This design comes from an exercise in tuning for small area, a short achievable clock period and few clock cycles per item on the open sky130 flow, not from production work. Function was not checked in any run shown here: the RTL went through the layout flow alone. Power is estimated from default activity; no workload was simulated.

## design.v

```verilog
`timescale 1ns / 1ps
package oult_pkg;
  localparam int ValueW = 32;
  localparam int PosW   = 5;
  localparam int CountW = 5;
  typedef enum logic [1:0] {
    CMD_LOOKUP = 2'd0,
    CMD_INSERT = 2'd1,
    CMD_REMOVE = 2'd2,
    CMD_SPARE  = 2'd3
  } cmd_t;
  typedef enum logic [2:0] {
    STAT_OK       = 3'd0,
    STAT_RANGE    = 3'd1,
    STAT_DUP      = 3'd2,
    STAT_NOTFOUND = 3'd3,
    STAT_FULL     = 3'd4
  } status_t;
endpackage
`timescale 1ns / 1ps
module oult_cell (
  input  logic                          clk,
  input  logic                          load,
  input  logic [oult_pkg::ValueW-1:0]   wr_val,
  input  logic [oult_pkg::ValueW-1:0]   key,
  output logic                          eq
);
  logic [oult_pkg::ValueW-1:0] entry_r;
  always_ff @(posedge clk) begin
    if (load) entry_r <= wr_val;
  end
  assign eq = (entry_r == key);
endmodule
`timescale 1ns / 1ps
module ordered_unique_list_table #(
  parameter int CAPACITY = 16
) (
  input  logic        clk,
  input  logic        rst_n,
  input  logic        in_tvalid,
  output logic        in_tready,
  input  logic [39:0] in_tdata,    
  output logic        out_tvalid,
  input  logic        out_tready,
  output logic [15:0] out_tdata    
);
  localparam int CW   = $clog2(CAPACITY + 1);
  localparam int PW   = oult_pkg::PosW + 1;
  localparam int OUTQ = 3;
  localparam int OW   = $clog2(OUTQ + 1);
  localparam int RW   = 4 + oult_pkg::CountW;    
  logic [CAPACITY-1:0] valid_r;
  logic [CW-1:0]       count_r;
  logic                vld2_r;
  logic                ins2_r;      
  logic                rem2_r;      
  logic                bad2_r;      
  logic                ok2_r;       
  logic                pres2_r;     
  logic [CAPACITY-1:0] hit2_r;
  logic [CAPACITY-1:0] park2_r;     
  logic [OUTQ-1:0]     qv_r;
  logic [RW-1:0]       qd_r [OUTQ];
  logic [OW-1:0]       outst_r;     
  logic                rdy_r;
  logic                        in_acc;
  logic [1:0]                  in_cmd;
  logic [oult_pkg::PosW-1:0]   in_pos;
  logic [oult_pkg::ValueW-1:0] in_val;
  assign in_tready = rdy_r;
  assign in_acc    = in_tvalid && rdy_r;
  assign in_cmd    = in_tdata[1:0];
  assign in_pos    = in_tdata[6:2];
  assign in_val    = in_tdata[38:7];
  logic                present;
  logic                full;
  logic                do_ins;
  logic                do_rem;
  logic [CAPACITY-1:0] ins_k;
  logic [CAPACITY-1:0] rem_k;
  logic [CW-1:0]       count_nxt;
  logic [2:0]          status;
  assign present = pres2_r;
  assign full    = count_r[CW-1];    
  assign do_ins  = vld2_r && ok2_r && !pres2_r;
  assign do_rem  = vld2_r && rem2_r && pres2_r;
  assign ins_k   = park2_r & {CAPACITY{do_ins}};
  assign rem_k   = hit2_r & {CAPACITY{vld2_r && rem2_r}};
  logic [CW-1:0] count_inc, count_dec;
  assign count_inc = count_r + CW'(1);
  assign count_dec = count_r - CW'(1);
  assign count_nxt = do_ins ? count_inc : do_rem ? count_dec : count_r;
  always_comb begin
    if (ins2_r) begin
      if (bad2_r)       status = oult_pkg::STAT_RANGE;
      else if (present) status = oult_pkg::STAT_DUP;
      else if (full)    status = oult_pkg::STAT_FULL;
      else              status = oult_pkg::STAT_OK;
    end else begin
      status = present ? oult_pkg::STAT_OK : oult_pkg::STAT_NOTFOUND;
    end
  end
  logic [CAPACITY-1:0] valid_nxt;
  assign valid_nxt = (valid_r & ~rem_k) | ins_k;
  logic [CAPACITY-1:0] avail;
  logic [CAPACITY-1:0] first_av;
  logic                none_av;
  logic                parked2;
  logic [CAPACITY-1:0] park_nxt;
  assign avail   = ~valid_r & ~park2_r;
  assign none_av = ~|avail;
  assign parked2 = |park2_r;
  always_comb begin
    for (int k = 0; k < CAPACITY; k++) begin
      first_av[k] = avail[k] && !(|(avail & ((CAPACITY'(1) << k) - CAPACITY'(1))));
    end
  end
  assign park_nxt = !none_av ? first_av :
                    parked2  ? park2_r & {CAPACITY{!do_ins}} :
                               rem_k;
  logic [CAPACITY-1:0] eq_k;
  for (genvar k = 0; k < CAPACITY; k++) begin : g_slot
    oult_cell u_cell (
      .clk    (clk),
      .load   (park_nxt[k]),
      .wr_val (in_val),
      .key    (in_val),
      .eq     (eq_k[k])
    );
  end
  logic [CAPACITY-1:0] hit_nxt;
  assign hit_nxt = eq_k & valid_nxt;
  logic gt_inc, gt_same, gt_dec;
  logic bad_nxt, full_nxt;
  assign gt_inc  = PW'(in_pos) > PW'(count_inc);
  assign gt_same = PW'(in_pos) > PW'(count_r);
  assign gt_dec  = PW'(in_pos) > PW'(count_dec);
  assign bad_nxt  = do_ins ? gt_inc : do_rem ? gt_dec : gt_same;
  assign full_nxt = do_ins ? (count_r == CW'(CAPACITY - 1)) : do_rem ? 1'b0 : full;
  logic          push;
  logic [RW-1:0] res;
  assign push = vld2_r;
  assign res  = {count_nxt[oult_pkg::CountW-1:0], present, status};
  logic [OUTQ-1:0] qv_pop, qv_hold;
  logic [RW-1:0]   qd_pop [OUTQ];
  logic [RW-1:0]   qd_hold [OUTQ];
  always_comb begin
    for (int i = 0; i < OUTQ; i++) begin
      logic above, below, tgt_p, tgt_h;
      above = (i + 1 < OUTQ) ? qv_r[(i + 1) % OUTQ] : 1'b0;
      below = (i == 0) ? 1'b1 : qv_r[(i + OUTQ - 1) % OUTQ];
      tgt_h      = push && !qv_r[i] && below;
      qv_hold[i] = qv_r[i] || tgt_h;
      qd_hold[i] = tgt_h ? res : qd_r[i];
      tgt_p     = push && qv_r[i] && !above;
      qv_pop[i] = above || tgt_p;
      if (tgt_p)          qd_pop[i] = res;
      else if (i + 1 < OUTQ) qd_pop[i] = qd_r[(i + 1) % OUTQ];
      else                qd_pop[i] = qd_r[i];
    end
  end
  logic [OW-1:0] outst_pop, outst_hold;
  assign outst_pop  = in_acc ? outst_r : outst_r - OW'(1);
  assign outst_hold = in_acc ? outst_r + OW'(1) : outst_r;
  logic pop_sel;
  assign pop_sel = out_tready && qv_r[0];
  always_ff @(posedge clk) begin
    if (!rst_n) begin
      valid_r <= '0;
      count_r <= '0;
      vld2_r  <= 1'b0;
      qv_r    <= '0;
      outst_r <= '0;
      rdy_r   <= 1'b1;
    end else begin
      valid_r <= valid_nxt;
      count_r <= count_nxt;
      vld2_r  <= in_acc;
      qv_r    <= pop_sel ? qv_pop : qv_hold;
      outst_r <= pop_sel ? outst_pop : outst_hold;
      rdy_r   <= pop_sel ? (outst_pop < OW'(OUTQ)) : (outst_hold < OW'(OUTQ));
    end
  end
  always_ff @(posedge clk) begin
    ins2_r  <= in_cmd == oult_pkg::CMD_INSERT;
    rem2_r  <= in_cmd == oult_pkg::CMD_REMOVE;
    bad2_r  <= bad_nxt;
    ok2_r   <= in_cmd == oult_pkg::CMD_INSERT && !bad_nxt && !full_nxt;
    pres2_r <= |hit_nxt;
    hit2_r  <= hit_nxt;
    park2_r <= park_nxt;
    for (int i = 0; i < OUTQ; i++) qd_r[i] <= pop_sel ? qd_pop[i] : qd_hold[i];
  end
  assign out_tvalid = qv_r[0];
  assign out_tdata  = {7'd0, qd_r[0]};
endmodule
```

## config.mk

```make
export PLATFORM = sky130hd
export DESIGN_NAME = ordered_unique_list_table
export DESIGN_NICKNAME = ordered_unique_list_table
export VERILOG_FILES = /design/flow/design.v
export SDC_FILE = /design/flow/constraint.sdc
export NUM_CORES = 4
export LEC_CHECK = 0
export CAP_MARGIN = 20
export CORE_MARGIN = 2
export CORE_UTILIZATION = 60
export CTS_CLUSTER_DIAMETER = 100
export CTS_CLUSTER_SIZE = 30
export SETUP_SLACK_MARGIN = 2.3
export SLEW_MARGIN = 20
```

## run.sh

```bash
#!/bin/bash
# synth_recipe.tcl (not shown) runs the flow's synth.tcl, then flattens the netlist and writes it again
# the make line also repeats each setting of config.mk as NAME=value (left out here)
make -C /OpenROAD-flow-scripts/flow DESIGN_CONFIG=/design/flow/config.mk WORK_HOME=/design/flow/orfs CLKGATE_MAP_FILE= SYNTH_SCRIPT=/design/flow/synth_recipe.tcl finish
```

## constraint.sdc

```tcl
create_clock -name core_clock -period 4.5 [get_ports {clk}]
set_input_delay 0.9000 -clock core_clock [delete_from_list [all_inputs] [get_ports {clk}]]
set_output_delay 0.9000 -clock core_clock [all_outputs]
set_load 0.01 [all_outputs]
```

==> results.py, run 1 <==
metrics = {
    "status": {
        "status": "timing/DRC/antenna clean",
    },
    "yosys": {
        "synth_top_area_share_pct": 64.02,
        "ys_types": 53,
        "synthTopCellsByArea": "edfxtp_1 (64%), xor2_1 (18%), dfxtp_1 (5.1%), nor4_1 (3.4%), nand4_1 (0.87%)",
        "syn_inst": 1646,
        "mappedNetlistArea_mm2": 0.02528,
        "ys.flop_type": "edfxtp_1",
        "synth.most_common_cell": "edfxtp_1",
        "yosysTopAreaCell": "edfxtp_1",
        "ys_seq_area_share_pct": 69.17,
        "avgSynthCellArea_um2": 15.36,
        "synth-seq-cells": 604,
        "yosys_warnings": 5,
        "synth_edf_count": 539,
        "async_flop_share_pct": 0,
        "synth_common_cells": "edfxtp_1 (539), xor2_1 (513), nor4_1 (137)",
    },
    "setup_path": {
        "crit_family": "simple AND/OR/NAND/NOR gates",
        "critPathLaunchType": "flop",
        "r2r_setup_slack_ns": 1.58,
        "worstPathArrival_ns": 3.21,
        "cp_max_fo": 8,
        "reg2reg_depth": 11,
        "crit_buf_inv": 4,
        "cp_slowest_stage_delay_ns": 0.53,
        "path_cells": "nor2_2 > nor4_4 > nand4b_1 > nor2_2 > o21ai_4 > or4_4 > buf_12 > o22ai_4 > buf_6 > buf_6 > buf_12",
        "cp.required_ns": 4.78,
        "critPathKind": "reg2reg",
        "cp-end-kind": "flop",
        "r2r-end": "g_slot[14].u_cell.entry_r[2]$_DFFE_PP_",
        "reg2reg_from": "valid_r[4]$_SDFF_PN0_",
        "slowest_stage": "or4_4",
    },
    "power": {
        "power_density_mw_per_mm2": 356.1,
        "p_leak_nw": 9.895,
        "ir_drop_v": 0.0002939,
        "total_power_mw": 10.33,
    },
    "drt": {
        "vias_per_cell": 5.972,
        "drt_iter0_drc": 1149,
        "wl_per_cell_um": 25.28,
        "drc": 0,
        "drt_wl_total_um": 59060,
        "dr.pass1.iters": 5,
        "ant_nets": 0,
        "vias": 13950,
    },
    "global_routing": {
        "gr-total-overflow": 0,
        "grt_max_degree": 36,
        "grt_use_total_pct": 27.05,
        "grt_pass1_vias": 13759,
        "grt_pass1_wl_um": 87510,
        "antenna_found_initial": 0,
    },
    "floorplanning": {
        "core_mm2": 0.04176,
        "die_y_um": 209.3,
        "dieArea_mm2": 0.04379,
        "start_util_pct": 60.54,
        "io_pins": 62,
        "rows": 75,
        "die_w_um": 209.3,
    },
    "clocking": {
        "clock_sinks": 604,
        "clk_pin_slew_ns": 0.12,
        "cts-root-buf": "clkbuf_16",
        "cts_tree": "built",
        "cts_buffer_depth": 3,
        "htreeDepth": 1,
        "worstSkewPairLatency_ns": 0.60,
        "cts_buffers": 24,
        "postCtsHoldBufs": 0,
    },
    "placed_design": {
        "dp.final_hpwl_um": 36300,
        "gp_congestion": 0.8294,
        "numPortBuffers": 53,
    },
    "timing": {
        "setup_viol": 0,
        "fin_crit_sh_pct": 64.92,
        "drv_slew": 0,
        "rsz0062_at_grt": "yes",
        "slew_headroom_pct": 38.33,
        "fin_crit_ns": 2.921,
        "tns_ns": 0,
        "fin_skew_ns": 0.03690,
        "worst_slew_pin_slew_ns": 0.9236,
        "final_hold_viol_count": 0,
        "max_freq_mhz": 342.3,
    },
    "cells_and_area": {
        "nets": 1840,
        "area_growth_syn_to_layout_pct": 14.74,
        "multiInputGateArea_mm2": 0.007914,
        "regArea_mm2": 0.01754,
        "nFillCells": 2766,
        "drive_gt1_share_pct": 16.69,
        "antennaDiodeCount": 0,
    },
    "min_path": {
        "hp-class": "reg2reg",
        "min_to": "vld2_r$_SDFF_PN0_",
        "min_from": "rdy_r$_SDFF_PN1_",
        "min_path_cells": 1,
    },
    "job": {
        "max_cap_viol_count": 0,
    },
}
==> area by class of cell <==
type | count | share of cell area [%]
Sequential cell | 604 | 60.46
Multi-Input combinational cell | 950 | 27.28
Timing Repair Buffer | 189 | 7.294
Clock buffer | 43 | 2.390
Tap cell | 539 | 2.325
Inverter | 10 | 0.1467
Clock inverter | 1 | 0.1035
==> kinds of logic after synthesis <==
| family | share of synthesized area, % |
|---|---|
| adder cells (fa/ha/maj) | 0.8414 |
| AND/OR/NAND/NOR | 6.781 |
| buffers and inverters | 1.678 |
| flip-flops | 69.17 |
| multiplexers | 0.8810 |
| AO/OA/AOI/OAI | 2.584 |
| other | 0.01483 |
| XOR/XNOR | 18.05 |
==> sequential cells by signal (all words and copies together) (netlist names) <==
signal / flops
bad2_r: 1
pres2_r: 1
ins2_r: 1
g_slot.u_cell.entry_r: 512
hit2_r: 16
qd_r: 27
count_r: 5
qv_r: 3
park2_r: 16
valid_r: 16
vld2_r: 1
rem2_r: 1
outst_r: 2
ok2_r: 1
rdy_r: 1
==> worst max path at each step <==
stage	startpoint	cells past startpoint	endpoint	slack, ns
finish	valid_r[4]$_SDFF_PN0_	11	g_slot[14].u_cell.entry_r[2]$_DFFE_PP_	1.58
CTS	park2_r[4]$_DFF_P_	11	g_slot[14].u_cell.entry_r[2]$_DFFE_PP_	1.80
global route	park2_r[4]$_DFF_P_	11	g_slot[14].u_cell.entry_r[4]$_DFFE_PP_	1.56
floorplan	valid_r[5]$_SDFF_PN0_	9	g_slot[14].u_cell.entry_r[0]$_DFFE_PP_	1.35
global placement	park2_r[1]$_DFF_P_	9	g_slot[14].u_cell.entry_r[1]$_DFFE_PP_	1.18
detailed placement	park2_r[1]$_DFF_P_	9	g_slot[14].u_cell.entry_r[30]$_DFFE_PP_	1.16
==> cell usage in the layout, fill, tap and decap left out, drive strengths merged, types with 3 or more instances in the layout <==
master         netlist  final
a32oi               16     16
ha                  17     17
clkbuf              47     48
nand4               35     35
clkdlybuf4s50        0      8
nor4               138    138
dfxtp               65     65
conb                 1      7
nor3                17     17
nor2                22     22
inv                  9      9
a21oi                3      3
a21boi               3      3
and3                 3      3
and2                 7      7
nand2               33     33
buf                 41    164
o22ai                9      9
o21ai               16     16
nand3               11     11
mux2                18     18
dlygate4sd2          0      9
xor2               513    513
xnor2                8      8
edfxtp             539    539
nand3b               3      3
o32ai                5      5
a22oi               16     16
o21a                10     10
nor2b               21     21
==> stage by stage <==
| step | instances | hold slack, ns | worst slack [ns] | cell area (µm²) | util, % |
|---|---|---|---|---|---|
| 6_report | 2336 | 0.5015 | 1.579 | 29010 | 69.47 |
| 5_1_grt | 2336 | 0.5218 | 1.556 | 29010 | 69.47 |
| 4_1_cts | 2327 | 0.5166 | 1.797 | 28740 | 68.83 |
| 3_5_place_dp | 2247 | 0.5012 | 1.163 | 27020 | 64.71 |
| 3_3_place_gp | 2247 | 0.4968 | 1.184 | 27020 | 64.71 |
| 2_1_floorplan | 1652 | 0.4208 | 1.349 | 25750 | - |
==> metal layers <==
| metal | global-route usage, % | vias up | share of wire (%) |
|---|---|---|---|
| met5 | 0 | - | 0 |
| met4 | 6.207 | 0 | 1.9 |
| met3 | 2.439 | 75 | 4.4 |
| met2 | 43.97 | 350 | 48 |
| met1 | 40.32 | 7235 | 46 |
| li1 | - | 6290 | - |
==> where the power goes <==
group / total, mW / switching, mW / internal (mW)
Combinational: 1.10 / 0.689 / 0.413
Clock: 2.74 / 1.66 / 1.08
Sequential: 6.49 / 0.100 / 6.39
Total: 10.3 / 2.45 / 7.88
==> what timing repair did <==
action / in CTS / in global routing
setup endpoints to repair: 573 / 537
buffers inserted: 31 / 5
pin swaps: 10 / 6
resized for setup: 170 / 41
gates cloned: 5 / 4
==> worst register-to-register path, stage by stage, from the launching register on <==
cell	delay, ns
dfxtp_2	0.36
nor2_2	0.07
nor4_4	0.36
nand4b_1	0.23
nor2_2	0.24
o21ai_4	0.09
or4_4	0.53
buf_12	0.17
o22ai_4	0.19
buf_6	0.14
buf_6	0.10
buf_12	0.11
==> run 2: changes to the inputs <==
--- a/config.mk
+++ b/config.mk
@@ -10,5 +10,5 @@
 export CORE_UTILIZATION = 60
 export CTS_CLUSTER_DIAMETER = 100
 export CTS_CLUSTER_SIZE = 30
-export SETUP_SLACK_MARGIN = 2.3
+export SETUP_SLACK_MARGIN = 2.0
 export SLEW_MARGIN = 20
==> run 2 against run 1 <==
Effect of this change: still clean on timing, DRC and antenna; worst setup slack improved by 0.17 ns; clock skew down 0.0060 ns; sequential share of layout area down 0.43 points; non-clock buffer count is 10 higher; synthesized area unchanged; synthesized cell count unchanged; worst hold slack gained 0.019 ns; count of clock-buffer cells in the layout unchanged; wire length grew 1.8%; first-iteration DRC count fell by 0.26%; core utilization is 0.46 points higher; critical endpoint is now g_slot[0].u_cell.entry_r[28]$_DFFE_PP_; largest power group unchanged.
==> results.py, run 2 <==
metrics = {
    "yosys": {
        "synthTopCellsByArea": "edfxtp_1 (64%), xor2_1 (18%), dfxtp_1 (5.1%), nor4_1 (3.4%), nand4_1 (0.87%)",
        "synth_top_area_share_pct": 64.02,
        "ys_seq_area_share_pct": 69.17,
        "ys.flop_type": "edfxtp_1",
        "synth.most_common_cell": "edfxtp_1",
        "synth_edf_count": 539,
        "async_flop_share_pct": 0,
        "mappedNetlistArea_mm2": 0.02528,
        "syn_inst": 1646,
        "synth_common_cells": "edfxtp_1 (539), xor2_1 (513), nor4_1 (137)",
        "yosys_warnings": 5,
        "synth-seq-cells": 604,
        "yosysTopAreaCell": "edfxtp_1",
        "ys_types": 53,
        "avgSynthCellArea_um2": 15.36,
    },
    "power": {
        "intPower_mw": 7.924,
        "pwr-share-seq_pct": 62.5,
        "ir_drop_v": 0.0003393,
        "total_power_mw": 10.38,
        "p_sw_share_pct": 23.64,
        "clockPowerShare_pct": 26.3,
        "p_switching_mw": 2.453,
        "combinationalPowerShare_pct": 11.2,
        "p_leak_nw": 9.972,
        "power_density_mw_per_mm2": 355.4,
    },
    "drt": {
        "ant_nets": 0,
        "vias_per_cell": 5.962,
        "wl_per_cell_um": 25.61,
        "vias": 13992,
        "drt-met1-wl_um": 26540,
        "drc": 0,
        "drt_iter0_drc": 1146,
        "drt_wl_total_um": 60100,
        "wl_met2_um": 28550,
        "dr.pass1.iters": 6,
        "top_layer_used": "met4",
        "wl_met3_um": 3163,
    },
    "global_routing": {
        "grt_pass1_wl_um": 84880,
        "gr-total-overflow": 0,
        "grt_use_total_pct": 26.38,
        "grt_pass1_vias": 13375,
        "antenna_found_initial": 0,
        "grt_max_degree": 34,
    },
    "clocking": {
        "cts-root-buf": "clkbuf_16",
        "cts_buffers": 24,
        "postCtsHoldBufs": 0,
        "worstSkewPairLatency_ns": 0.60,
        "cts_tree": "built",
        "htreeDepth": 1,
        "cts_buffer_depth": 3,
        "clk_pin_slew_ns": 0.11,
        "clock_sinks": 604,
    },
    "cells_and_area": {
        "regMostFlops": "g_slot.u_cell.entry_r",
        "antennaDiodeCount": 0,
        "drive_gt1_share_pct": 15.43,
        "nFillCells": 2843,
        "nets": 1851,
        "final_cells": 2347,
        "layout.cells.most_common": "edfxtp_1",
        "reg_top3": "g_slot.u_cell.entry_r (512), qd_r (27)",
        "area_growth_syn_to_layout_pct": 15.51,
        "final_cell_mix": "edfxtp_1 (539), xor2_1 (513), nor4_1 (135)",
        "stdcell_area_mm2": 0.02920,
        "largest_reg_flops": 512,
    },
    "floorplanning": {
        "die_y_um": 209.3,
        "rows": 75,
        "dieArea_mm2": 0.04379,
        "io_pins": 62,
        "die_w_um": 209.3,
        "start_util_pct": 60.54,
        "core_mm2": 0.04176,
    },
    "setup_path": {
        "crit_family": "simple AND/OR/NAND/NOR gates",
        "slowest_stage": "or4_4",
        "cp.required_ns": 4.82,
        "critPathLaunchType": "flop",
        "worstPathArrival_ns": 3.06,
        "cp_slowest_stage_delay_ns": 0.63,
        "critPathLaunch": "valid_r[4]$_SDFF_PN0_",
        "reg2reg_from": "valid_r[4]$_SDFF_PN0_",
        "cp_max_fo": 16,
        "cp-end-kind": "flop",
        "crit_buf_inv": 2,
        "critPathKind": "reg2reg",
        "crit_top_cell": "nor2_2",
        "path_cells": "nor2_2 > nor4_4 > nand4b_1 > nor2_2 > o21ai_4 > buf_4 > or4_4 > o22ai_4 > clkbuf_16",
    },
    "placed_design": {
        "numPortBuffers": 53,
        "place_inst": 2230,
        "place_area_mm2": 0.02692,
        "dp_slack_ns": 0.7690,
        "dp.final_hpwl_um": 35580,
        "gp_congestion": 0.8489,
    },
    "timing": {
        "drv_slew": 0,
        "fin_skew_ns": 0.03089,
        "fin_crit_sh_pct": 61.04,
        "max_freq_mhz": 364.1,
        "final_hold_viol_count": 0,
        "slew_headroom_pct": 36.79,
        "worst_slew_pin_slew_ns": 0.9481,
        "tns_ns": 0,
        "rsz0062_at_grt": "yes",
        "fin_ws_ns": 1.753,
        "fin_crit_ns": 2.747,
        "setup_viol": 0,
    },
    "min_path": {
        "hp-class": "reg2reg",
        "min_from": "rdy_r$_SDFF_PN1_",
    },
    "status": {
        "status": "timing/DRC/antenna clean",
    },
    "job": {
        "max_cap_viol_count": 0,
    },
}
[run 2: cell count changes in the layout (fill, tap and decap cells not counted), sizes merged, moves of 2 or more]
cell / previous run / this run
clkbuf: 48 / 71
buf: 164 / 151
dlygate4sd2: 9 / 0
clkdlybuf4s15: 2 / 0
clkdlybuf4s50: 8 / 20
[run 2: path summary, 6_finish.rpt]
path,to,slack (ns),cells after the start
hold reg to reg,vld2_r$_SDFF_PN0_,0.52,1
hold / removal,vld2_r$_SDFF_PN0_,0.52,1
setup / recovery,g_slot[0].u_cell.entry_r[28]$_DFFE_PP_,1.75,9
setup reg to reg,g_slot[0].u_cell.entry_r[28]$_DFFE_PP_,1.75,9
[run 2: through the flow]
stage	utilization [%]	hold WS, ns
6_report	69.93	0.5205
5_1_grt	69.93	0.5316
4_1_cts	67.41	0.5199
3_5_place_dp	64.47	0.5043
3_3_place_gp	64.49	0.4943
2_1_floorplan	-	0.4208
[run 2: power groups by stage]
stage | sequential (mW) | clock (mW) | combinational (mW)
global placement | 6.61 | 0 | 0.952
floorplan | 6.61 | 0 | 0.591
CTS | 6.49 | 2.78 | 1.04
finish | 6.49 | 2.73 | 1.16
detailed placement | 6.62 | 0 | 0.972
global route | 6.52 | 2.94 | 1.24
[run 2: timing repair]
item	CTS	global route
buffers inserted	17	20
pin swaps	6	5
endpoints found under the hold margin	0	0
cloned	3	33
endpoints found under the setup margin	534	539
resized for setup	90	31
[run 2: area by class of cell]
class                   count  area (µm²)  area share [%]
inverters                  10       37.54          0.1285
clock buffers              43       693.2           2.374
flip-flops and latches    604       17530           60.03
repair buffers            199        2522           8.638
multi-input cells         951        7714           26.41
well taps                 539       674.4           2.309
clock inverters             1       30.03          0.1028
[run 2: metal layers]
layer | global-route usage [%] | vias up
met1 | 37.67 | 7172
met3 | 2.484 | 81
met5 | 0 | -
met4 | 7.709 | 0
met2 | 43.79 | 419
li1 | - | 6320
[run 2: logic make-up (layout without fill, tap and decap cells)]
kind of cell               Yosys count  in the layout  synth area share [%]
adders and majority gates           17             17                0.8414
DFF                                604            604                 69.17
AOI/OAI and AO/OA                   88             88                 2.584
muxes                               20             20                0.8810
and+or+nand+nor                    297            298                 6.781
other                                1              7               0.01483
buffers and inverters               98            253                 1.678
xor gates and xnor gates           521            521                 18.05
==> run 3: changes to the inputs <==
--- a/design.v
+++ b/design.v
@@ -56,9 +56,9 @@
   logic                rem2_r;      
   logic                bad2_r;      
   logic                ok2_r;       
-  logic                pres2_r;     
   logic [CAPACITY-1:0] hit2_r;
   logic [CAPACITY-1:0] park2_r;     
+  logic [CAPACITY-1:0] spare_r;
   logic [OUTQ-1:0]     qv_r;
   logic [RW-1:0]       qd_r [OUTQ];
   logic [OW-1:0]       outst_r;     
@@ -80,10 +80,10 @@
   logic [CAPACITY-1:0] rem_k;
   logic [CW-1:0]       count_nxt;
   logic [2:0]          status;
-  assign present = pres2_r;
+  assign present = |hit2_r;
   assign full    = count_r[CW-1];    
-  assign do_ins  = vld2_r && ok2_r && !pres2_r;
-  assign do_rem  = vld2_r && rem2_r && pres2_r;
+  assign do_ins  = vld2_r && ok2_r && !present;
+  assign do_rem  = vld2_r && rem2_r && present;
   assign ins_k   = park2_r & {CAPACITY{do_ins}};
   assign rem_k   = hit2_r & {CAPACITY{vld2_r && rem2_r}};
   logic [CW-1:0] count_inc, count_dec;
@@ -102,22 +102,26 @@
   end
   logic [CAPACITY-1:0] valid_nxt;
   assign valid_nxt = (valid_r & ~rem_k) | ins_k;
-  logic [CAPACITY-1:0] avail;
-  logic [CAPACITY-1:0] first_av;
-  logic                none_av;
+  logic                no_spare;
   logic                parked2;
   logic [CAPACITY-1:0] park_nxt;
-  assign avail   = ~valid_r & ~park2_r;
-  assign none_av = ~|avail;
-  assign parked2 = |park2_r;
+  assign no_spare = ~|spare_r;
+  assign parked2  = |park2_r;
+  assign park_nxt = spare_r |
+                    ({CAPACITY{no_spare}} & (parked2 ? park2_r & {CAPACITY{!do_ins}} : rem_k));
+  logic [CAPACITY-1:0] cand, cand_ins;
+  logic [CAPACITY-1:0] first_c, first_ci;
+  logic [CAPACITY-1:0] spare_nxt;
+  assign cand     = (~valid_r | rem_k) & ~spare_r;
+  assign cand_ins = cand & ~park2_r;
   always_comb begin
     for (int k = 0; k < CAPACITY; k++) begin
-      first_av[k] = avail[k] && !(|(avail & ((CAPACITY'(1) << k) - CAPACITY'(1))));
-    end
-  end
-  assign park_nxt = !none_av ? first_av :
-                    parked2  ? park2_r & {CAPACITY{!do_ins}} :
-                               rem_k;
+      first_c[k]  = cand[k] && !(|(cand & ((CAPACITY'(1) << k) - CAPACITY'(1))));
+      first_ci[k] = cand_ins[k] && !(|(cand_ins & ((CAPACITY'(1) << k) - CAPACITY'(1))));
+    end
+  end
+  assign spare_nxt = no_spare ? (parked2 ? rem_k : '0) :
+                     do_ins   ? first_ci : first_c;
   logic [CAPACITY-1:0] eq_k;
   for (genvar k = 0; k < CAPACITY; k++) begin : g_slot
     oult_cell u_cell (
@@ -168,6 +172,7 @@
     if (!rst_n) begin
       valid_r <= '0;
       count_r <= '0;
+      spare_r <= CAPACITY'(1);
       vld2_r  <= 1'b0;
       qv_r    <= '0;
       outst_r <= '0;
@@ -175,6 +180,7 @@
     end else begin
       valid_r <= valid_nxt;
       count_r <= count_nxt;
+      spare_r <= spare_nxt;
       vld2_r  <= in_acc;
       qv_r    <= pop_sel ? qv_pop : qv_hold;
       outst_r <= pop_sel ? outst_pop : outst_hold;
@@ -186,7 +192,6 @@
     rem2_r  <= in_cmd == oult_pkg::CMD_REMOVE;
     bad2_r  <= bad_nxt;
     ok2_r   <= in_cmd == oult_pkg::CMD_INSERT && !bad_nxt && !full_nxt;
-    pres2_r <= |hit_nxt;
     hit2_r  <= hit_nxt;
     park2_r <= park_nxt;
     for (int i = 0; i < OUTQ; i++) qd_r[i] <= pop_sel ? qd_pop[i] : qd_hold[i];
--- a/config.mk
+++ b/config.mk
@@ -10,5 +10,5 @@
 export CORE_UTILIZATION = 60
 export CTS_CLUSTER_DIAMETER = 100
 export CTS_CLUSTER_SIZE = 30
-export SETUP_SLACK_MARGIN = 2.0
+export SETUP_SLACK_MARGIN = 2.5
 export SLEW_MARGIN = 20
==> run 3 against run 2 <==
Effect of this change: largest power group unchanged; register-to-register slack better by 0.35 ns; still clean on timing, DRC and antenna; synthesized area grew 3.9%; core utilization is 3.6 points higher; first-iteration DRC count rose by 41%; flip-flop and latch count rose by 15; worst hold slack better by 0.041 ns.
==> results.py, run 3 <==
metrics = {
    "floorplanning": {
        "io_pins": 62,
        "rows": 76,
        "core_mm2": 0.04317,
        "die_w_um": 213.2,
        "start_util_pct": 60.81,
        "dieArea_mm2": 0.04545,
        "die_y_um": 213.2,
    },
    "power": {
        "power_density_mw_per_mm2": 353.5,
        "p_leak_nw": 10.83,
        "ir_drop_v": 0.0003866,
        "total_power_mw": 11.22,
    },
    "drt": {
        "dr.pass1.iters": 7,
        "ant_nets": 0,
        "drt_iter0_drc": 1621,
        "drc": 0,
        "wl_per_cell_um": 27.13,
        "vias_per_cell": 6.236,
        "drt_wl_total_um": 69770,
        "vias": 16039,
    },
    "setup_path": {
        "reg2reg_from": "hit2_r[13]$_DFF_P_",
        "critPathKind": "reg2reg",
        "r2r-end": "g_slot[1].u_cell.entry_r[26]$_DFFE_PP_",
        "cp-end-kind": "flop",
        "critPathLaunchType": "flop",
        "reg2reg_depth": 7,
        "worstPathArrival_ns": 2.76,
        "cp.required_ns": 4.86,
        "r2r_setup_slack_ns": 2.10,
        "cp_max_fo": 8,
    },
    "clocking": {
        "clock_sinks": 619,
        "htreeDepth": 1,
        "worstSkewPairLatency_ns": 0.60,
        "cts_buffers": 24,
        "cts_buffer_depth": 3,
        "clk_pin_slew_ns": 0.12,
        "cts_tree": "built",
        "cts-root-buf": "clkbuf_16",
    },
    "yosys": {
        "synth_common_cells": "edfxtp_1 (539), xor2_1 (512), nor4_1 (145)",
        "mappedNetlistArea_mm2": 0.02625,
        "synth_top_area_share_pct": 61.65,
        "yosys_warnings": 5,
        "ys_types": 62,
        "synth.most_common_cell": "edfxtp_1",
        "yosysTopAreaCell": "edfxtp_1",
        "synthTopCellsByArea": "edfxtp_1 (62%), xor2_1 (17%), dfxtp_1 (6.1%), nor4_1 (3.5%), clkbuf_1 (1.1%)",
        "syn_inst": 1772,
        "async_flop_share_pct": 0,
        "ys.flop_type": "edfxtp_1",
        "ys_seq_area_share_pct": 67.75,
        "synth-seq-cells": 619,
        "avgSynthCellArea_um2": 14.82,
        "synth_edf_count": 539,
    },
    "global_routing": {
        "antenna_found_initial": 2,
        "grt_max_degree": 34,
        "grt_pass1_vias": 15507,
        "gr-total-overflow": 0,
        "grt_pass1_wl_um": 100400,
        "grt_use_total_pct": 30.48,
    },
    "placed_design": {
        "gp_congestion": 0.8694,
        "numPortBuffers": 53,
        "dp.final_hpwl_um": 37720,
    },
    "timing": {
        "setup_viol": 0,
        "worst_slew_pin_slew_ns": 0.7938,
        "rsz0062_at_grt": "yes",
        "tns_ns": 0,
        "drv_slew": 0,
        "hold_ws_ns": 0.5611,
        "fin_crit_sh_pct": 53.28,
        "fin_skew_ns": 0.02825,
        "max_freq_mhz": 417.1,
        "final_hold_viol_count": 0,
        "fin_crit_ns": 2.397,
        "slew_headroom_pct": 46.61,
    },
    "cells_and_area": {
        "nFillCells": 2707,
        "area_growth_syn_to_layout_pct": 20.92,
        "reg_top3": "g_slot.u_cell.entry_r (512), qd_r (27)",
        "regMostFlops": "g_slot.u_cell.entry_r",
        "layout.cells.most_common": "edfxtp_1",
        "multiInputGateArea_mm2": 0.009734,
        "regArea_mm2": 0.01783,
        "nets": 2029,
        "final_cell_mix": "edfxtp_1 (539), xor2_1 (512), nor4_1 (130)",
        "largest_reg_flops": 512,
        "drive_gt1_share_pct": 23.21,
    },
    "min_path": {
        "min_from": "hit2_r[3]$_DFF_P_",
        "hp-class": "reg2reg",
        "min_to": "spare_r[3]$_SDFF_PN0_",
        "min_path_cells": 2,
    },
    "status": {
        "status": "timing/DRC/antenna clean",
    },
    "job": {
        "max_cap_viol_count": 0,
    },
}
-- run 3: cell types whose count changed in the layout (fill, tap and decap cells not counted), sizes merged, moves of 19 or more --
cell    before  now
o21bai       0   41
clkbuf      71   52
nand3       11   38
a21oi        3   32
buf        151  209
-- run 3: layout make-up --
type / count / share of cell area (%)
Clock inverter: 1 / 0.05124
Tap cell: 585 / 2.306
Timing Repair inverter: 1 / 0.02365
Timing Repair Buffer: 231 / 8.375
Multi-Input combinational cell: 1072 / 30.66
Clock buffer: 43 / 2.184
Antenna cell: 1 / 0.007883
Inverter: 19 / 0.2365
Sequential cell: 619 / 56.15
-- run 3: metrics by stage --
| step | instance area [µm²] | std cells | utilization [%] | setup WS (ns) |
|---|---|---|---|---|
| global route | 31740 | 2571 | 73.53 | 2.070 |
| finish | 31750 | 2572 | 73.53 | 2.103 |
| detailed placement | 27790 | 2378 | 64.37 | 1.388 |
| CTS | 30910 | 2535 | 71.60 | 2.252 |
| floorplan | 26980 | 1778 | - | 2.356 |
| global placement | 27790 | 2378 | 64.37 | 1.366 |
-- run 3: cell families after synthesis --
family	after synthesis	share of synthesized area (%)
flip-flops	619	67.75
multiplexers	19	0.8102
AO/OA/AOI/OAI	151	4.084
buffers and inverters	115	1.849
other	1	0.01428
XOR/XNOR	521	17.38
adder cells (fa/ha/maj)	17	0.8102
AND/OR/NAND/NOR	329	7.301
-- run 3: what timing repair did --
action / in CTS / in global routing
endpoints found under the hold margin: 0 / 0
cloned: 39 / 6
gates resized for setup: 253 / 98
setup endpoints to repair: 617 / 618
buffers inserted: 74 / 30
hold buffers: 0 / 0
pin swaps: 74 / 66
-- run 3: power breakdown --
group | leakage, nW | total (mW) | switching, mW | internal (mW)
registers | 5.58 | 6.75 | 0.170 | 6.58
clock network | 0.336 | 2.75 | 1.68 | 1.07
logic | 4.92 | 1.71 | 1.02 | 0.699
-- run 3: worst max-delay path: stages (launching register included) --
cell       delay (ns)
dfxtp_4          0.38
nor4_4           0.34
nand4_1          0.21
buf_6            0.20
or2_4            0.33
a32oi_4          0.26
o21bai_4         0.14
bufbuf_16        0.30
-- run 3: how the worst max path moves through the flow --
| stage | slack [ns] | to | cells after the start | from |
|---|---|---|---|---|
| 6_report | 2.10 | g_slot[1].u_cell.entry_r[26]$_DFFE_PP_ | 7 | hit2_r[13]$_DFF_P_ |
| 5_1_grt | 2.07 | spare_r[10]$_SDFF_PN0_ | 7 | hit2_r[5]$_DFF_P_ |
| 4_1_cts | 2.25 | qd_r[0][7]$_DFFE_PP_ | 7 | hit2_r[13]$_DFF_P_ |
| 3_5_place_dp | 1.39 | g_slot[15].u_cell.entry_r[31]$_DFFE_PP_ | 5 | park2_r[11]$_DFF_P_ |
| 3_3_place_gp | 1.37 | g_slot[15].u_cell.entry_r[24]$_DFFE_PP_ | 5 | park2_r[11]$_DFF_P_ |
| 2_1_floorplan | 2.36 | g_slot[10].u_cell.entry_r[0]$_DFFE_PP_ | 7 | hit2_r[9]$_DFF_P_ |
-- run 3: per-layer routing --
metal / wire length (µm) / global-route usage [%] / vias up
met5: 0 / 0 / -
met4: 2081 / 8.190 / 0
met3: 3983 / 3.339 / 137
met2: 33760 / 50.47 / 603
met1: 29950 / 43.38 / 8281
li1: - / - / 7018
==> run 4: changes to the inputs <==
--- a/config.mk
+++ b/config.mk
@@ -8,7 +8,5 @@
 export CAP_MARGIN = 20
 export CORE_MARGIN = 2
 export CORE_UTILIZATION = 60
-export CTS_CLUSTER_DIAMETER = 100
-export CTS_CLUSTER_SIZE = 30
-export SETUP_SLACK_MARGIN = 2.5
+export SETUP_SLACK_MARGIN = 2.2
 export SLEW_MARGIN = 20
==> run 4 against run 3 <==
Effect of this change: clock skew fell by 0.0016 ns; global-route usage decreased by 0.50 points; first-iteration DRC count fell by 8.1%; worst hold slack worse by 0.051 ns; still clean; fmax up 1.2%.
==> results.py, run 4 <==
metrics = {
    "setup_path": {
        "critPathLaunchType": "flop",
        "cp_max_fo": 9,
        "reg2reg_from": "rem2_r$_DFF_P_",
        "worstPathArrival_ns": 2.87,
        "cp-end-kind": "flop",
        "cp_slowest_stage_delay_ns": 0.55,
        "slowest_stage": "or4b_1",
        "r2r_setup_slack_ns": 2.13,
        "critPathLaunch": "rem2_r$_DFF_P_",
        "critPathKind": "reg2reg",
        "path_cells": "buf_6 > nand3_4 > a21oi_2 > a222oi_1 > nand4_2 > or4b_1 > a21oi_1",
        "r2r-end": "spare_r[10]$_SDFF_PN0_",
        "reg2reg_depth": 7,
        "cp.required_ns": 5.00,
    },
    "clocking": {
        "clk_pin_slew_ns": 0.06,
        "postCtsHoldBufs": 0,
        "cts_tree": "built",
        "htreeDepth": 3,
        "cts-root-buf": "clkbuf_16",
        "worstSkewPairLatency_ns": 0.59,
        "cts_buffer_depth": 3,
        "cts_buffers": 66,
        "clock_sinks": 619,
    },
    "min_path": {
        "min_to": "vld2_r$_SDFF_PN0_",
        "min_path_cells": 1,
        "min_from": "rdy_r$_SDFF_PN1_",
        "hp-class": "reg2reg",
    },
    "yosys": {
        "synthTopCellsByArea": "edfxtp_1 (62%), xor2_1 (17%), dfxtp_1 (6.1%), nor4_1 (3.5%), clkbuf_1 (1.1%)",
        "synth_top_area_share_pct": 61.65,
        "synthAdderAreaFrac_pct": 0.8102,
        "ys_types": 62,
        "async_flop_share_pct": 0,
        "mappedNetlistArea_mm2": 0.02625,
        "yosysTopAreaCell": "edfxtp_1",
        "synthXorXnorAreaFrac_pct": 17.38,
        "synthMuxAreaShare_pct": 0.8102,
        "synth-compound-area-share_pct": 4.084,
        "synth_common_cells": "edfxtp_1 (539), xor2_1 (512), nor4_1 (145)",
        "yosys_warnings": 5,
        "ys.flop_type": "edfxtp_1",
        "synth-seq-cells": 619,
        "synth_top_family_by_area": "XOR/XNOR gates",
        "ys_seq_area_share_pct": 67.75,
        "syn_inst": 1772,
        "avgSynthCellArea_um2": 14.82,
        "synth_edf_count": 539,
        "synth.most_common_cell": "edfxtp_1",
        "synth_simple_gate_area_share_pct": 7.301,
    },
    "placed_design": {
        "numPortBuffers": 53,
        "place_inst": 2375,
        "dp.final_hpwl_um": 38030,
        "dp_slack_ns": 1.188,
        "gp_congestion": 0.9345,
    },
    "status": {
        "status": "timing/DRC/antenna clean",
    },
    "power": {
        "p_switching_mw": 3.230,
        "p_sw_share_pct": 24.41,
        "ir_drop_v": 0.0004106,
        "combinationalPowerShare_pct": 10.9,
        "pwr-share-seq_pct": 51.0,
        "clockPowerShare_pct": 38.1,
        "p_leak_nw": 10.77,
        "intPower_mw": 10.00,
        "power_density_mw_per_mm2": 423.4,
    },
    "cells_and_area": {
        "nFillCells": 2836,
        "final_cells": 2577,
        "antennaDiodeCount": 0,
        "reg_top3": "g_slot.u_cell.entry_r (512), qd_r (27)",
        "drive_gt1_share_pct": 17.72,
        "largest_reg_flops": 512,
        "final_cell_mix": "edfxtp_1 (539), xor2_1 (512), nor4_1 (134)",
        "layout.cells.most_common": "edfxtp_1",
        "regMostFlops": "g_slot.u_cell.entry_r",
        "area_growth_syn_to_layout_pct": 19.04,
        "nets": 2003,
    },
    "timing": {
        "rsz0062_at_grt": "yes",
        "setup_viol": 0,
        "fin_crit_sh_pct": 52.65,
        "fin_crit_ns": 2.369,
        "hold_ws_ns": 0.5105,
        "max_freq_mhz": 422.0,
        "fin_ws_ns": 2.131,
        "slew_headroom_pct": 35.75,
        "fin_skew_ns": 0.02666,
        "drv_slew": 0,
        "worst_slew_pin_slew_ns": 0.9637,
        "tns_ns": 0,
        "final_hold_viol_count": 0,
    },
    "global_routing": {
        "grt_use_met2_pct": 48.79,
        "grt_pass1_vias": 15452,
        "antenna_found_initial": 0,
        "gr-total-overflow": 0,
        "grt_use_total_pct": 29.98,
        "top_usage_layer": "met2",
        "grt_max_degree": 34,
        "grt_use_met3_pct": 4.457,
        "use_met1_pct": 42.89,
        "grt_pass1_wl_um": 98420,
    },
    "drt": {
        "wl_per_cell_um": 26.09,
        "vias_per_cell": 6.100,
        "drt_wl_total_um": 67240,
        "vias": 15719,
        "drc": 0,
        "ant_nets": 0,
        "dr.pass1.iters": 5,
        "drt_iter0_drc": 1489,
    },
    "floorplanning": {
        "rows": 76,
        "die_y_um": 213.2,
        "io_pins": 62,
        "core_mm2": 0.04317,
        "die_w_um": 213.2,
        "dieArea_mm2": 0.04545,
        "start_util_pct": 60.81,
    },
    "job": {
        "max_cap_viol_count": 0,
    },
}
==> run 4: worst max path at each step <==
| stage | endpoint | slack, ns | cells after the start |
|---|---|---|---|
| floorplan | g_slot[10].u_cell.entry_r[0]$_DFFE_PP_ | 2.13 | 8 |
| global placement | g_slot[13].u_cell.entry_r[17]$_DFFE_PP_ | 1.20 | 4 |
| detailed placement | g_slot[13].u_cell.entry_r[4]$_DFFE_PP_ | 1.19 | 4 |
| CTS | g_slot[12].u_cell.entry_r[31]$_DFFE_PP_ | 2.13 | 4 |
| global route | spare_r[10]$_SDFF_PN0_ | 2.09 | 7 |
| finish | spare_r[10]$_SDFF_PN0_ | 2.13 | 7 |
==> run 4: per-stage QoR <==
stage	util [%]	power, mW	cell area (µm²)
global placement	63.87	7.955	27570
floorplan	-	7.560	26500
detailed placement	63.87	7.991	27570
finish	72.39	13.23	31250
global route	72.39	13.63	31250
CTS	71.08	13.17	30680
==> run 4: area by class of cell <==
type                       instances  area (µm²)  area share [%]
clock buffer                      91        1787           5.717
clock inverter                    27       182.7          0.5845
inverter                          19       71.32          0.2282
multi-input combinational       1067        9091           29.09
sequential                       619       17790           56.93
tap                              585       732.0           2.342
timing repair buffer             169        1595           5.104
==> run 4: what timing repair did <==
action                                 4_1_cts  5_1_grt
gates resized for setup                     78       65
cloned                                      20        4
setup buffers                               42       18
setup endpoints to repair                  585      544
pin swaps                                   32       18
endpoints found under the hold margin        0        0
==> run 4: routing by layer <==
metal,up-vias,share of wire [%]
met1,8075,44
li1,6978,-
met5,-,0
met2,554,48
met4,0,2.4
met3,112,6.0
==> run 4: logic make-up after synthesis <==
family	Yosys count
other cells	1
compound gates	151
mux	19
buf+inv	115
flops	619
fa+ha+maj	17
xor+xnor	521
simple gates	329
==> run 4: power by group through the flow <==
stage	sequential, mW	combinational [mW]	clock, mW
floorplan	6.83	0.734	0
global placement	6.85	1.11	0
detailed placement	6.86	1.13	0
CTS	6.74	1.35	5.08
global route	6.77	1.54	5.31
finish	6.75	1.44	5.04
==> run 4: worst max-delay path, delay by kind of cell (launching register included) <==
family	cells	cell delay (ns)
AND/OR/NAND/NOR	3	0.91
buffers and inverters	1	0.18
flip-flops	1	0.40
AO/OA/AOI/OAI	3	0.79
==> run 5: changes to the inputs <==
--- a/config.mk
+++ b/config.mk
@@ -5,6 +5,7 @@
 export SDC_FILE = /design/flow/constraint.sdc
 export NUM_CORES = 4
 export LEC_CHECK = 0
+export ABC_AREA = 1
 export CAP_MARGIN = 20
 export CORE_MARGIN = 2
 export CORE_UTILIZATION = 60
==> run 5 against run 4 <==
Effect of this change: clock skew shrank 0.0035 ns; worst hold slack gained 0.0077 ns; highest routed layer unchanged; die area increased by 3.8%; via count is 12% higher; critical endpoint is now hit2_r[8]$_DFF_P_; synthesized cell count is 23% higher; worst setup slack better by 0.081 ns; final cell count rose by 16%.
==> results.py, run 5 <==
metrics = {
    "status": {
        "status": "timing/DRC/antenna clean",
    },
    "cells_and_area": {
        "reg_top3": "g_slot.u_cell.entry_r (512), qd_r (27)",
        "regMostFlops": "g_slot.u_cell.entry_r",
        "largest_reg_flops": 512,
        "area_growth_syn_to_layout_pct": 16.52,
        "nFillCells": 3203,
        "nets": 2413,
        "final_cell_mix": "edfxtp_1 (539), xnor2_1 (338), nand2_1 (334)",
        "drive_gt1_share_pct": 19.61,
        "fin_util_pct": 70.48,
        "layout.cells.most_common": "edfxtp_1",
        "antennaDiodeCount": 0,
    },
    "yosys": {
        "synth-seq-cells": 619,
        "ys.flop_type": "edfxtp_1",
        "synth.most_common_cell": "edfxtp_1",
        "avgSynthCellArea_um2": 12.47,
        "ys_types": 48,
        "async_flop_share_pct": 0,
        "synthTopCellsByArea": "edfxtp_1 (59%), xnor2_1 (11%), dfxtp_1 (5.9%), nand2_1 (4.6%), nand4_1 (2.8%)",
        "syn_inst": 2187,
        "synth_edf_count": 539,
        "mappedNetlistArea_mm2": 0.02727,
        "ys_seq_area_share_pct": 65.22,
        "synth_common_cells": "edfxtp_1 (539), xnor2_1 (338), nand2_1 (337)",
        "synth_top_area_share_pct": 59.35,
        "yosys_warnings": 5,
        "yosysTopAreaCell": "edfxtp_1",
    },
    "setup_path": {
        "crit_top_cell": "nand4_1",
        "cp.required_ns": 5.06,
        "cp_max_fo": 9,
        "critPathKind": "in2reg",
        "cp-end-kind": "flop",
        "cp_slowest_stage_delay_ns": 0.53,
        "path_cells": "clkdlybuf4s50_1 > buf_8 > clkinvlp_4 > nand2_1 > nand4_1 > nor4_2 > nand4_1 > nor2_1",
        "crit_buf_inv": 3,
        "worstPathArrival_ns": 2.85,
        "critPathLaunchType": "primary input",
        "slowest_stage": "clkdlybuf4s50_1",
        "crit_family": "simple AND/OR/NAND/NOR gates",
    },
    "power": {
        "clockPowerShare_pct": 39.6,
        "p_leak_nw": 10.78,
        "combinationalPowerShare_pct": 8.6,
        "power_density_mw_per_mm2": 389.8,
        "pwr-share-seq_pct": 51.8,
        "ir_drop_v": 0.0003498,
        "p_sw_share_pct": 23.00,
        "total_power_mw": 12.39,
        "intPower_mw": 9.537,
        "p_switching_mw": 2.849,
    },
    "drt": {
        "drt_iter0_drc": 1876,
        "vias": 17601,
        "vias_per_cell": 5.863,
        "drc": 0,
        "drt_wl_total_um": 72320,
        "wl_per_cell_um": 24.09,
        "dr.pass1.iters": 5,
        "ant_nets": 0,
    },
    "global_routing": {
        "gr-total-overflow": 0,
        "grt_max_degree": 34,
        "grt_pass1_vias": 16971,
        "antenna_found_initial": 2,
        "grt_use_total_pct": 31.26,
        "grt_pass1_wl_um": 107600,
    },
    "floorplanning": {
        "core_mm2": 0.04509,
        "io_pins": 62,
        "rows": 78,
        "die_y_um": 217.2,
        "dieArea_mm2": 0.04718,
        "start_util_pct": 60.49,
        "die_w_um": 217.2,
    },
    "timing": {
        "fin_crit_ns": 2.289,
        "worst_slew_pin_slew_ns": 0.7759,
        "fin_crit_sh_pct": 50.86,
        "setup_viol": 0,
        "slew_headroom_pct": 48.27,
        "final_hold_viol_count": 0,
        "fin_skew_ns": 0.02320,
        "drv_slew": 0,
        "max_freq_mhz": 436.9,
        "tns_ns": 0,
        "rsz0062_at_grt": "yes",
    },
    "placed_design": {
        "dp.final_hpwl_um": 44270,
        "numPortBuffers": 53,
        "gp_congestion": 0.8356,
    },
    "clocking": {
        "cts-root-buf": "clkbuf_16",
        "htreeDepth": 2,
        "clk_pin_slew_ns": 0.07,
        "cts_buffer_depth": 3,
        "postCtsHoldBufs": 0,
        "cts_buffers": 61,
        "worstSkewPairLatency_ns": 0.63,
        "clock_sinks": 619,
        "cts_tree": "built",
    },
    "min_path": {
        "hp-class": "reg2reg",
    },
    "job": {
        "max_cap_viol_count": 0,
    },
}
==> run 5: cell count changes in the layout (fill, tap and decap cells not counted), moves of 77 or more <==
cell / before / now
or2_2: 1 / 111
nor4_1: 134 / 25
inv_1: 18 / 95
xnor2_1: 8 / 338
xor2_1: 512 / 19
nand4_1: 35 / 122
nand2_1: 15 / 334
==> run 5: final cells by class <==
| cell class | instances | area, µm² | area share, % |
|---|---|---|---|
| clock buffer | 80 | 1680 | 5.288 |
| clock inverter | 33 | 231.5 | 0.7284 |
| inverter | 122 | 536.8 | 1.689 |
| multi-input combinational | 1365 | 9001 | 28.33 |
| sequential | 619 | 17790 | 55.99 |
| tap | 600 | 750.7 | 2.362 |
| timing repair buffer | 178 | 1749 | 5.505 |
| timing repair inverter | 5 | 35.03 | 0.1102 |
==> run 5: metal layers <==
metal	up-vias	global-route usage, %	share of wire, %
met5	-	0	0
met3	122	5.493	8.2
met1	8752	44.63	42
met2	695	49.35	46
li1	8032	-	-
met4	0	9.658	3.0
==> run 5: through the flow <==
stage,instance area (µm²),hold WS (ns),std cells,setup slack (ns)
final,31780,0.5182,3002,2.211
after global routing,31780,0.5421,3002,2.092
after CTS,31500,0.5217,2990,2.152
after detailed placement,28690,0.5060,2817,0.9872
after global placement,28690,0.5027,2817,1.018
after floorplan,27410,0.4944,2193,1.624
==> run 5: worst paths after layout <==
check | start | end | slack (ns) | cells after the start
min | qd_r[1][1]$_DFFE_PP_ | qd_r[0][1]$_DFFE_PP_ | 0.52 | 2
max | in_tdata[35] | hit2_r[8]$_DFF_P_ | 2.21 | 8
min reg2reg | qd_r[1][1]$_DFFE_PP_ | qd_r[0][1]$_DFFE_PP_ | 0.52 | 2
max reg2reg | hit2_r[4]$_DFF_P_ | g_slot[13].u_cell.entry_r[8]$_DFFE_PP_ | 2.21 | 8
==> run 5: timing repair <==
item | in CTS | in global routing
pin swaps | 17 | 12
gates resized for setup | 101 | 57
setup buffers | 47 | 12
setup endpoints to repair | 579 | 408
gates cloned | 13 | 0
==> run 5: worst reg2reg max path: stages, from the launching register on <==
cell and delay [ns]:
dfxtp_1 0.33, nor2_1 0.17, nand2_1 0.12, nor2_4 0.26, nand3b_4 0.30, a22oi_1 0.37
o21ai_4 0.10, buf_12 0.15, buf_4 0.21
==> run 5: cell families (layout without fill, tap and decap cells) <==
group	after synthesis	in the layout	share of synthesized area [%]
AOI/OAI and AO/OA	166	171	4.143
xor gates and xnor gates	357	357	11.46
adders and majority gates	17	17	0.7799
buffers and inverters	217	418	3.583
DFF	619	619	65.22
other	1	7	0.01375
and+or+nand+nor	810	813	14.80
==> run 5: power groups by stage <==
stage,combinational [mW],sequential [mW],clock (mW)
finish,1.07,6.42,4.90
global placement,0.886,6.53,0
CTS,1.03,6.42,4.96
detailed placement,0.907,6.54,0
global route,1.14,6.43,5.20
floorplan,0.547,6.54,0
==> run 6: changes to the inputs <==
--- a/design.v
+++ b/design.v
@@ -57,6 +57,7 @@
   logic                bad2_r;      
   logic                ok2_r;       
   logic [CAPACITY-1:0] hit2_r;
+  logic                pres2_r;     
   logic [CAPACITY-1:0] park2_r;     
   logic [CAPACITY-1:0] spare_r;
   logic [OUTQ-1:0]     qv_r;
@@ -80,7 +81,7 @@
   logic [CAPACITY-1:0] rem_k;
   logic [CW-1:0]       count_nxt;
   logic [2:0]          status;
-  assign present = |hit2_r;
+  assign present = pres2_r;
   assign full    = count_r[CW-1];    
   assign do_ins  = vld2_r && ok2_r && !present;
   assign do_rem  = vld2_r && rem2_r && present;
@@ -193,6 +194,7 @@
     bad2_r  <= bad_nxt;
     ok2_r   <= in_cmd == oult_pkg::CMD_INSERT && !bad_nxt && !full_nxt;
     hit2_r  <= hit_nxt;
+    pres2_r <= |hit_nxt;
     park2_r <= park_nxt;
     for (int i = 0; i < OUTQ; i++) qd_r[i] <= pop_sel ? qd_pop[i] : qd_hold[i];
   end
--- a/config.mk
+++ b/config.mk
@@ -5,7 +5,6 @@
 export SDC_FILE = /design/flow/constraint.sdc
 export NUM_CORES = 4
 export LEC_CHECK = 0
-export ABC_AREA = 1
 export CAP_MARGIN = 20
 export CORE_MARGIN = 2
 export CORE_UTILIZATION = 60
==> run 6 against run 5 <==
Effect of this change: final cell count decreased by 17%; highest routed layer unchanged; critical endpoint is now g_slot[3].u_cell.entry_r[11]$_DFFE_PP_; core utilization decreased by 1.2 points; first-iteration DRC count decreased by 29%; largest cell class unchanged; clock skew decreased by 0.0069 ns; via count decreased by 16%; die area decreased by 3.4%; largest power group unchanged; flip-flop and latch count increased by 1; power decreased by 4.1%; clock power decreased by 4%.
==> results.py, run 6 <==
metrics = {
    "global_routing": {
        "grt_use_total_pct": 26.62,
        "antenna_found_initial": 2,
        "grt_pass1_wl_um": 88650,
        "gr-total-overflow": 0,
        "grt_pass1_vias": 14300,
        "grt_max_degree": 35,
    },
    "setup_path": {
        "r2r_setup_slack_ns": 2.08,
        "critPathLaunchType": "flop",
        "path_depth": 3,
        "cp_max_fo": 33,
        "reg2reg_depth": 3,
        "cp_slowest_stage_delay_ns": 0.69,
        "worstPathArrival_ns": 2.65,
        "critPathLaunch": "spare_r[3]$_SDFF_PN0_",
        "crit_family": "simple AND/OR/NAND/NOR gates",
        "cp.required_ns": 4.74,
        "cp-end-kind": "flop",
        "slowest_stage": "a21o_2",
        "critPathKind": "reg2reg",
        "crit_end": "g_slot[3].u_cell.entry_r[11]$_DFFE_PP_",
        "reg2reg_from": "spare_r[3]$_SDFF_PN0_",
        "crit_buf_inv": 0,
        "r2r-end": "g_slot[3].u_cell.entry_r[11]$_DFFE_PP_",
        "path_cells": "nor4_1 > and4_4 > a21o_2",
    },
    "power": {
        "intPower_mw": 9.255,
        "clockPowerShare_pct": 39.5,
        "ir_drop_v": 0.0003520,
        "p_sw_share_pct": 22.12,
        "pwr-share-seq_pct": 53.8,
        "power_density_mw_per_mm2": 397.5,
        "p_switching_mw": 2.628,
        "combinationalPowerShare_pct": 6.7,
        "p_leak_nw": 10.38,
    },
    "timing": {
        "tns_ns": 0,
        "rsz0062_at_grt": "yes",
        "max_freq_mhz": 414.1,
        "worst_slew_pin_slew_ns": 0.8748,
        "fin_crit_sh_pct": 53.67,
        "setup_viol": 0,
        "hold_ws_ns": 0.4997,
        "slew_headroom_pct": 41.59,
        "drv_slew": 0,
        "fin_skew_ns": 0.01625,
        "final_hold_viol_count": 0,
        "fin_crit_ns": 2.415,
    },
    "drt": {
        "vias_per_cell": 5.927,
        "drt_wl_total_um": 59660,
        "ant_nets": 0,
        "drc": 0,
        "dr.pass1.iters": 5,
        "vias": 14771,
        "drt_iter0_drc": 1329,
        "wl_per_cell_um": 23.94,
    },
    "cells_and_area": {
        "largest_reg_flops": 512,
        "area_growth_syn_to_layout_pct": 13.56,
        "layout.cells.most_common": "edfxtp_1",
        "drive_gt1_share_pct": 14.00,
        "regMostFlops": "g_slot.u_cell.entry_r",
        "antennaDiodeCount": 0,
        "nets": 1918,
        "final_cell_mix": "edfxtp_1 (539), xor2_1 (513), nor4_1 (130)",
        "reg_top3": "g_slot.u_cell.entry_r (512), qd_r (27)",
    },
    "clocking": {
        "postCtsHoldBufs": 0,
        "cts-root-buf": "clkbuf_16",
        "cts_tree": "built",
        "clock_sinks": 620,
        "htreeDepth": 2,
        "clk_pin_slew_ns": 0.06,
        "cts_buffer_depth": 3,
        "worstSkewPairLatency_ns": 0.62,
        "cts_buffers": 60,
    },
    "yosys": {
        "ys_types": 62,
        "avgSynthCellArea_um2": 14.92,
        "syn_inst": 1764,
        "ys_seq_area_share_pct": 67.65,
        "synth_top_area_share_pct": 61.49,
        "synth_common_cells": "edfxtp_1 (539), xor2_1 (513), nor4_1 (141)",
        "synth-seq-cells": 620,
        "synthTopCellsByArea": "edfxtp_1 (61%), xor2_1 (17%), dfxtp_1 (6.2%), nor4_1 (3.4%), buf_2 (1.2%)",
        "yosys_warnings": 5,
        "mappedNetlistArea_mm2": 0.02632,
        "async_flop_share_pct": 0,
        "ys.flop_type": "edfxtp_1",
        "synth_edf_count": 539,
        "yosysTopAreaCell": "edfxtp_1",
        "synth.most_common_cell": "edfxtp_1",
    },
    "floorplanning": {
        "dieArea_mm2": 0.04557,
        "io_pins": 62,
        "core_mm2": 0.04317,
        "die_w_um": 213.5,
        "rows": 76,
        "die_y_um": 213.5,
        "start_util_pct": 60.98,
    },
    "min_path": {
        "hp-class": "reg2reg",
        "min_path_cells": 1,
    },
    "placed_design": {
        "dp.final_hpwl_um": 37220,
        "numPortBuffers": 53,
        "gp_congestion": 0.9032,
    },
    "status": {
        "status": "timing/DRC/antenna clean",
    },
    "job": {
        "max_cap_viol_count": 0,
    },
}
-- run 6: cell types whose count changed after synthesis, moves of 17 or more --
cell / previous run / this run
xor2_1: 19 / 513
xnor2_1: 338 / 8
nand2_1: 337 / 30
or2_2: 111 / 1
nor4_1: 34 / 141
inv_1: 113 / 18
nand4_1: 122 / 37
nor2_1: 96 / 18
o2111ai_1: 41 / 0
nor2b_1: 0 / 24
a21o_1: 0 / 21
mux2_2: 0 / 18
nand3_1: 42 / 24
o22ai_1: 1 / 18
-- run 6: how the worst min path moves through the flow --
stage	startpoint	end	slack, ns
2_1_floorplan	pres2_r$_DFF_P_	qd_r[2][3]$_DFFE_PP_	0.40
3_3_place_gp	valid_r[7]$_SDFF_PN0_	spare_r[7]$_SDFF_PN0_	0.47
3_5_place_dp	valid_r[7]$_SDFF_PN0_	spare_r[7]$_SDFF_PN0_	0.49
4_1_cts	rdy_r$_SDFF_PN1_	vld2_r$_SDFF_PN0_	0.51
5_1_grt	rdy_r$_SDFF_PN1_	vld2_r$_SDFF_PN0_	0.52
6_report	rdy_r$_SDFF_PN1_	vld2_r$_SDFF_PN0_	0.50
-- run 6: metal layers --
layer	up-vias	track usage (%)	wire length, µm
met4	0	6.825	1197
li1	6694	-	-
met1	7612	38.88	26760
met2	384	42.33	28330
met3	81	4.071	3367
met5	-	0	0
-- run 6: what timing repair did --
action                     CTS  global route
pin swaps                    1             7
gates resized for setup     36            87
setup endpoints to repair  588           551
gates cloned                 0             1
buffers inserted             2             3
-- run 6: power groups by stage --
stage	Sequential [mW]	Combinational, mW	Clock, mW
6_report	6.39	0.795	4.70
5_1_grt	6.40	0.858	4.99
4_1_cts	6.39	0.776	4.78
3_5_place_dp	6.52	0.765	0
3_3_place_gp	6.51	0.753	0
2_1_floorplan	6.51	0.446	0
-- run 6: cell families after synthesis --
family	count (synthesis)	synth area share, %
XOR/XNOR	521	17.33
multiplexers	19	0.8080
adder cells (fa/ha/maj)	17	0.8080
flip-flops	620	67.65
AND/OR/NAND/NOR	332	7.491
other	1	0.01425
AO/OA/AOI/OAI	144	3.807
buffers and inverters	110	2.091
-- run 6: worst register-to-register path: cells and delay by family, from the launching register on --
family,cells,cell delay [ns]
AOI/OAI and AO/OA,1,0.70
DFF,1,0.34
and+or+nand+nor,2,0.98
-- run 6: area by class of cell --
type / count / area [µm²]
Clock buffer: 87 / 1684
Clock inverter: 25 / 137.6
Timing Repair Buffer: 115 / 1095
Sequential cell: 620 / 17820
Fill cell: 3063 / 13280
Tap cell: 585 / 732.0
Multi-Input combinational cell: 1041 / 8354
Inverter: 19 / 71.32
-- run 6: stage by stage --
step / total power, mW / area, µm² / setup WS, ns / std cells / util [%]
after floorplan: 6.952 / 26370 / 2.255 / 1770 / -
after global placement: 7.264 / 27570 / 1.189 / 2374 / 63.86
after detailed placement: 7.280 / 27570 / 1.117 / 2374 / 63.86
after CTS: 11.95 / 29470 / 1.961 / 2488 / 68.25
after global routing: 12.25 / 29890 / 2.013 / 2492 / 69.24
final: 11.88 / 29890 / 2.085 / 2492 / 69.24

port drivers added, routing unchanged:
No port has a modelled driver above. Below, the same layouts with a new extraction and two added sets of constraints.
Step 1, drivers: a clkbuf_16 drives clk and a buf_2 each remaining input, both assumed.
Step 2 adds t to the input delays and takes it off the output delays; t is the mean of the earliest and latest rising clock arrival at the registers after step 1. Input paths then give back, and output paths get back, about the clock's delay inside the block.
a / b / c = ideal / step 1 / step 2; a / b = the first two.
run | t (ns) | setup slack, ns | hold WS [ns] | worst setup path after step 2 | pins driven straight from the clock port
run 1 | 0.635 | 1.579 / 1.579 / 1.579 | 0.502 / 0.502 / 0.502 | register to register | 1
run 2 | 0.644 | 1.753 / 1.753 / 1.220 | 0.521 / 0.519 / 0.521 | input to register | 1
run 3 | 0.644 | 2.103 / 2.103 / 1.903 | 0.561 / 0.561 / 0.561 | input to register | 1
run 4 | 0.641 | 2.131 / 2.131 / 1.662 | 0.511 / 0.511 / 0.511 | input to register | 1
run 5 | 0.680 | 2.211 / 2.212 / 1.570 | 0.518 / 0.518 / 0.518 | input to register | 1
run 6 | 0.671 | 2.085 / 2.085 / 1.537 | 0.500 / 0.500 / 0.500 | input to register | 1
After both steps setup and hold are still met in every run listed. The setup slack of run 5, which loses most, moves by +0.001 ns with the drivers and by -0.641 ns with both steps.
